Source: an optimization exercise on an open RTL-to-GDS flow (aim: small area and a short achievable clock period). Production flows keep margins and buffers that such runs may drop. Only the layout flow was run in this run; the RTL was not checked for function there. No activity file was given, so power comes from the tool's default toggle rates.

==> design.v <==
module ap_ctrl_txn_monitor #(
    parameter int N_CH      = 8,
    parameter int CNT_W     = 16,
    parameter int TXN_DEPTH = 4,
    parameter int CH_W      = (N_CH > 1) ? $clog2(N_CH) : 1
) (
    input  logic              clock,
    input  logic              reset,
    input  logic              finish,
    input  logic [N_CH-1:0]   ap_start,
    input  logic [N_CH-1:0]   ap_ready,
    input  logic [N_CH-1:0]   ap_done,
    input  logic [N_CH-1:0]   ap_continue,
    input  logic [N_CH-1:0]   clr,
    input  logic              rd_en,
    input  logic [CH_W-1:0]   rd_ch,
    input  logic [2:0]        rd_sel,
    output logic              rd_valid,
    output logic [CNT_W-1:0]  rd_data,
    output logic [N_CH-1:0]   busy,
    output logic [N_CH-1:0]   err,
    output logic              frozen
);
    localparam int PTR_W = $clog2(TXN_DEPTH);
    localparam int OCC_W = PTR_W + 1;
    localparam int RD_N  = 2 ** CH_W;
    localparam logic [OCC_W-1:0] OCC_FULL = OCC_W'(TXN_DEPTH);
    localparam logic [OCC_W-1:0] OCC_ONE  = OCC_W'(1);
    localparam logic [PTR_W-1:0] PTR_ONE  = PTR_W'(1);
    typedef enum logic [1:0] {
        ST_IDLE   = 2'd0,
        ST_ACTIVE = 2'd1,
        ST_FULL   = 2'd2,
        ST_ERR    = 2'd3
    } ch_state_e;
    function automatic logic [CNT_W-1:0] sat_inc(input logic [CNT_W-1:0] v);
        sat_inc = (v == {CNT_W{1'b1}}) ? v : v + CNT_W'(1);
    endfunction
    logic [CNT_W-1:0] ts_q;
    logic             frozen_q;
    logic             rd_valid_q;
    logic [CNT_W-1:0] rd_data_q;
    logic [CNT_W-1:0] rd_val [RD_N];
    always_ff @(posedge clock) begin
        if (!reset) begin
            ts_q     <= '0;
            frozen_q <= 1'b0;
        end else begin
            if (!frozen_q) ts_q <= ts_q + CNT_W'(1);
            if (finish) frozen_q <= 1'b1;
        end
    end
    for (genvar g = 0; g < N_CH; g++) begin : g_ch
        logic [CNT_W-1:0] fifo_q [TXN_DEPTH];
        logic [PTR_W-1:0] wr_ptr_q, wr_ptr_d, rd_ptr_q, rd_ptr_d;
        logic [OCC_W-1:0] occ_q, occ_d;
        logic [CNT_W-1:0] txn_q, txn_d, last_q, last_d, min_q, min_d;
        logic [CNT_W-1:0] max_q, max_d, stall_q, stall_d;
        logic             ovf_q, ovf_d, unf_q, unf_d;
        ch_state_e        state_q;
        logic             start_ev, done_ev, push, pop, upd;
        logic [CNT_W-1:0] lat;
        logic [CNT_W-1:0] ch_val;
        always_comb begin
            start_ev = ap_start[g] & ap_ready[g];
            done_ev  = ap_done[g] & ap_continue[g];
            push     = 1'b0;
            pop      = 1'b0;
            upd      = 1'b0;
            lat      = '0;
            wr_ptr_d = wr_ptr_q;
            rd_ptr_d = rd_ptr_q;
            occ_d    = occ_q;
            txn_d    = txn_q;
            last_d   = last_q;
            min_d    = min_q;
            max_d    = max_q;
            stall_d  = stall_q;
            ovf_d    = ovf_q;
            unf_d    = unf_q;
            if (start_ev && done_ev) begin
                upd = 1'b1;
                if (occ_q != '0) begin
                    push = 1'b1;
                    pop  = 1'b1;
                    lat  = ts_q - fifo_q[rd_ptr_q];
                end
            end else if (start_ev) begin
                if (occ_q == OCC_FULL) begin
                    ovf_d = 1'b1;
                end else begin
                    push  = 1'b1;
                    occ_d = occ_q + OCC_ONE;
                end
            end else if (done_ev) begin
                if (occ_q == '0) begin
                    unf_d = 1'b1;
                end else begin
                    pop   = 1'b1;
                    upd   = 1'b1;
                    lat   = ts_q - fifo_q[rd_ptr_q];
                    occ_d = occ_q - OCC_ONE;
                end
            end
            if (push) wr_ptr_d = wr_ptr_q + PTR_ONE;
            if (pop)  rd_ptr_d = rd_ptr_q + PTR_ONE;
            if (upd) begin
                txn_d  = sat_inc(txn_q);
                last_d = lat;
                if (lat < min_q) min_d = lat;
                if (lat > max_q) max_d = lat;
            end
            if (ap_done[g] && !ap_continue[g]) stall_d = sat_inc(stall_q);
        end
        always_ff @(posedge clock) begin
            if (!reset || (clr[g] && !frozen_q)) begin
                wr_ptr_q <= '0;
                rd_ptr_q <= '0;
                occ_q    <= '0;
                txn_q    <= '0;
                last_q   <= '0;
                min_q    <= '1;
                max_q    <= '0;
                stall_q  <= '0;
                ovf_q    <= 1'b0;
                unf_q    <= 1'b0;
                state_q  <= ST_IDLE;
            end else if (!frozen_q) begin
                if (push) fifo_q[wr_ptr_q] <= ts_q;
                wr_ptr_q <= wr_ptr_d;
                rd_ptr_q <= rd_ptr_d;
                occ_q    <= occ_d;
                txn_q    <= txn_d;
                last_q   <= last_d;
                min_q    <= min_d;
                max_q    <= max_d;
                stall_q  <= stall_d;
                ovf_q    <= ovf_d;
                unf_q    <= unf_d;
                if (ovf_d || unf_d)        state_q <= ST_ERR;
                else if (occ_d == '0)      state_q <= ST_IDLE;
                else if (occ_d == OCC_FULL) state_q <= ST_FULL;
                else                       state_q <= ST_ACTIVE;
            end
        end
        always_comb begin
            ch_val = '0;
            case (rd_sel)
                3'd0: ch_val = txn_q;
                3'd1: ch_val = last_q;
                3'd2: ch_val = min_q;
                3'd3: ch_val = max_q;
                3'd4: ch_val = stall_q;
                3'd5: ch_val = CNT_W'(occ_q);
                3'd6: ch_val = {{(CNT_W-2){1'b0}}, unf_q, ovf_q};
                default: ch_val = ts_q;
            endcase
        end
        assign rd_val[g] = ch_val;
        assign busy[g]   = (state_q == ST_ACTIVE) || (state_q == ST_FULL);
        assign err[g]    = ovf_q | unf_q;
    end
    for (genvar u = N_CH; u < RD_N; u++) begin : g_pad
        assign rd_val[u] = '0;
    end
    always_ff @(posedge clock) begin
        if (!reset) begin
            rd_valid_q <= 1'b0;
            rd_data_q  <= '0;
        end else begin
            rd_valid_q <= rd_en;
            if (rd_en) rd_data_q <= rd_val[rd_ch];
        end
    end
    assign rd_valid = rd_valid_q;
    assign rd_data  = rd_data_q;
    assign frozen   = frozen_q;
endmodule
==> run.sh <==
#!/bin/bash
# synth_recipe.tcl (not shown) runs the flow's synth.tcl, then flattens the netlist and writes it again
# the make line also repeats each setting of config.mk as NAME=value (left out here)
make -C /OpenROAD-flow-scripts/flow DESIGN_CONFIG=/design/flow/config.mk WORK_HOME=/design/flow/orfs CLKGATE_MAP_FILE= SYNTH_SCRIPT=/design/flow/synth_recipe.tcl finish
==> config.mk <==
export PLATFORM = sky130hd
export DESIGN_NAME = ap_ctrl_txn_monitor
export DESIGN_NICKNAME = ap_ctrl_txn_monitor
export VERILOG_FILES = /design/flow/design.v
export SDC_FILE = /design/flow/constraint.sdc
export NUM_CORES = 4
export LEC_CHECK = 0
export CAP_MARGIN = 20
export CORE_MARGIN = 2
export CORE_UTILIZATION = 40
export SLEW_MARGIN = 20
==> constraint.sdc <==
create_clock -name core_clock -period 5.5 [get_ports {clock}]
set_input_delay 1.1000 -clock core_clock [delete_from_list [all_inputs] [get_ports {clock}]]
set_output_delay 1.1000 -clock core_clock [all_outputs]
set_load 0.01 [all_outputs]
==> reports/metrics.yaml <==
routed_via_density: 5.70
ir_worst_vdd_mv: 0.302
postRouteAntennaNets: 0
hold_path_depth: 2
drt-pass1-iter-count: 6
fp-row-count: 153
yosys_warnings: 2
reg2reg_setup_slack_ps: 390
dpl_cell_area_um2: 74400
leakagePower_nw: 31.1
tns_ps: 0
yosysUniqueCellTypes: 102
p_comb_frac: 0.085
skew_ps: 31.3
drtIter0Drc: 4957
fmax_mhz: 196
cts_root_buffer: "clkbuf_16"
criticalPathCategory: "reg -> reg"
vias: 55200
clock_sinks: 1290
async_flop_share: 0
drc_errors: 0
grt_max_degree: 76
setup_viol_count_final: 0
power.internal_mw: 16.5
drive_gt1_frac: 0.113
synth_ff_type: "dfxtp_1"
fin_nets: 7736
syn-mean-instance-area_um2: 9.88
rsz0062_at_grt: "no"
fp.dieW_um: 422
reg2reg_to: "g_ch[5].max_q[12]"
synthCells: 7061
cp_data_required_time_ps: 6170
stdcell_area_um2: 79400
cts_buffers: 147
dieArea_um2: 178000
end_kind: "flip-flop"
worstSetupStartpointType: "flip-flop"
outcome: "finished clean"
grt_pass1_vias: 53300
crit_arrival_ps: 5770
hold_violations: 0
clkPwrFrac: 0.456
p_seq_frac: 0.459
max_cap_viol_count: 0
cts.path.max_buffers: 3
wl_mm: 223
area_growth_syn_to_layout_pct: 13.8
ys_seq_area_frac: 0.444
hpwl_mm: 163
die_h_um: 422
cts.clk_slew.worst_paths_ps: 60
worst-path-max-fanout: 12
synth_edf_count: 512
relSlewSlack: 0.170
synth_seq_cells: 1290
swShare: 0.249
cts_tree: "done"
grt_overflow: 0
worst_pin_slew_ps: 1240
syn-cell-area_um2: 69800
clk_latency_ps: 790
p_sw_mw: 5.46
drv_slew: 0
gp_congestion: 0.946
fill_cells: 16200
cts_max_level: 4
min_to: "g_ch[5].last_q[12]"
antenna_found_initial: 7
io_pins: 84
hp-start: "g_ch[5].last_q[12]"
start_util: 0.402
fin_crit_sh: 0.928
coreArea_um2: 174000
synth_nets: 7563
reg2reg_depth: 18
p_per_area_nw_per_um2: 276
grt_use_total: 0.245
port_buffers: 83
hold_buffers: 0
power_mw: 21.9
wire_per_inst_um: 23.0
hold_class: "reg -> reg"
grt_pass1_wl_mm: 335
layout_min_cycle_time_ps: 5110
layout by cell type, fill, tap and decap left out, types with 22 or more instances in the layout:
master / count
o31ai_1: 40
clkdlybuf4s50_1: 79
a31oi_1: 50
and4_1: 37
a21o_1: 88
clkbuf_1: 36
a211oi_1: 64
mux4_2: 188
a221oi_1: 28
nand4_1: 98
xnor2_1: 169
nor3_1: 117
nand3_1: 200
inv_1: 508
nand2_1: 603
o221ai_1: 56
o21a_1: 52
buf_4: 264
a21oi_1: 438
o21ai_0: 313
and2_1: 87
nor2_1: 736
o311ai_0: 40
and3_1: 44
mux2i_1: 211
o211ai_1: 69
a22oi_1: 76
edfxtp_1: 512
or3_1: 56
or2_2: 31
ha_1: 444
nand2b_1: 27
nor2b_1: 51
o22ai_1: 22
xor2_1: 164
clkbuf_16: 153
dfxtp_1: 759
flip-flops by register name (all words and copies together) (netlist names), 8 cells and up, named ones only:
register / cells
g_ch.fifo_q: 512
g_ch.last_q: 128
g_ch.max_q: 128
g_ch.min_q: 128
g_ch.stall_q: 128
g_ch.txn_q: 128
g_ch.occ_q: 24
g_ch.rd_ptr_q: 16
g_ch.state_q: 16
g_ch.wr_ptr_q: 16
rd_data_q: 16
ts_q: 16
g_ch.ovf_q: 8
g_ch.unf_q: 8
synthesized netlist by cell type (188+ instances only):
cell | count | area share
a21oi_1 | 439 | 0.031
clkbuf_1 | 188 | 0.010
dfxtp_1 | 778 | 0.22
edfxtp_1 | 512 | 0.22
ha_1 | 444 | 0.080
inv_1 | 509 | 0.027
mux2i_1 | 211 | 0.030
mux4_2 | 188 | 0.061
nand2_1 | 603 | 0.032
nand3_1 | 200 | 0.014
nor2_1 | 738 | 0.040
o21ai_0 | 317 | 0.023
worst max-delay path by stage:
stage                   start                 to  cells past startpoint
finish              flip-flop  g_ch[5].max_q[12]                     18
global route        flip-flop  g_ch[0].max_q[14]                     15
CTS                 flip-flop  g_ch[0].max_q[14]                     15
detailed placement  flip-flop  g_ch[0].max_q[14]                     15
global placement    flip-flop  g_ch[0].max_q[11]                     18
floorplan           flip-flop  g_ch[4].max_q[11]                     18
power groups by stage:
stage                     Sequential [mW]  Combinational [mW]  Clock (mW)
after CTS                            10.1                1.83        10.2
after floorplan                      10.2                1.06           0
final                                10.1                1.86        10.0
after global placement               10.3                1.81           0
after detailed placement             10.3                1.82           0
after global routing                 10.1                1.98        10.5
per-stage QoR:
stage | cells | worst slack (ps) | utilization | hold WS [ps]
after detailed placement | 9410 | 345 | 0.429 | 445
after global routing | 9677 | 28.5 | 0.457 | 464
after CTS | 9674 | 295 | 0.457 | 454
after global placement | 9410 | 404 | 0.429 | 436
after floorplan | 7061 | 201 | - | 428
final | 9681 | 394 | 0.457 | 452
critical path: stages, from the launching register on:
cell and delay (ps):
dfxtp_1 540, mux4_2 550, inv_1 70, ha_1 290, a21o_1 210, a221o_1 380, a31o_2 250, a21oi_1 180
xor2_1 390, nor2_1 120, ha_1 320, nand4_1 110, or2_2 320, or4_1 510, o211ai_1 120, buf_4 240
or3_1 160, inv_1 50, a32o_1 200
cell families (layout without fill, tap and decap cells):
kind of cell	Yosys count	in the layout	share of synthesized area
AND/OR/NAND/NOR	2171	2171	0.144
multiplexers	417	417	0.0939
AO/OA/AOI/OAI	1553	1553	0.146
XOR/XNOR	334	334	0.0420
flip-flops	1290	1290	0.444
buffers and inverters	844	1132	0.0489
other	0	7	0
adder cells (fa/ha/maj)	452	452	0.0819
routing by layer:
layer  vias up  part of all wire  global-route usage
met5         -          0.000072                   0
met4         2             0.047               0.109
met3       393             0.061              0.0354
met2      1769              0.46               0.394
met1     27100              0.43               0.328
li1      26000                 -                   -
final cells by class:
class / count / area, µm² / share of cell area
multi-input combinational: 4927 / 35600 / 0.449
sequential: 1290 / 31000 / 0.390
clock inverter: 54 / 616 / 0.00776
timing repair buffer: 359 / 3060 / 0.0385
tap: 2325 / 2910 / 0.0367
antenna: 7 / 17.5 / 0.000221
clock buffer: 210 / 4240 / 0.0535
inverter: 509 / 1910 / 0.0241
what timing repair did:
item | 4_1_cts | 5_1_grt
buffers inserted | 0 | 0
gates resized for setup | 0 | 6
endpoints found under the setup margin | 0 | 25

[re-timing with driven ports]
The flow's constraints put no driver on any port. The routed layout listed below was extracted and timed again, unchanged, in two steps. Step 1 sets driving cells, clkbuf_16 on the clock port and buf_2 on the other inputs (assumed; they add their load-dependent delay and slew). Step 2 adds t to the input delays and takes it off the output delays; t is the mean of the earliest and latest rising clock arrival at the registers after step 1. Input paths then give back, and output paths get back, about the clock's delay inside the block. Slacks: ideal / step 1 / step 2; pairs: ideal / step 1.
t, ns: 0.865
setup slack, ns: 0.394 / 0.394 / 0.373
worst slew at a driven data input, ns: 0.12
After both steps setup and hold are still met in this run. For this run, drivers alone change the setup slack by 0.000 ns; drivers and shift together by -0.021 ns.
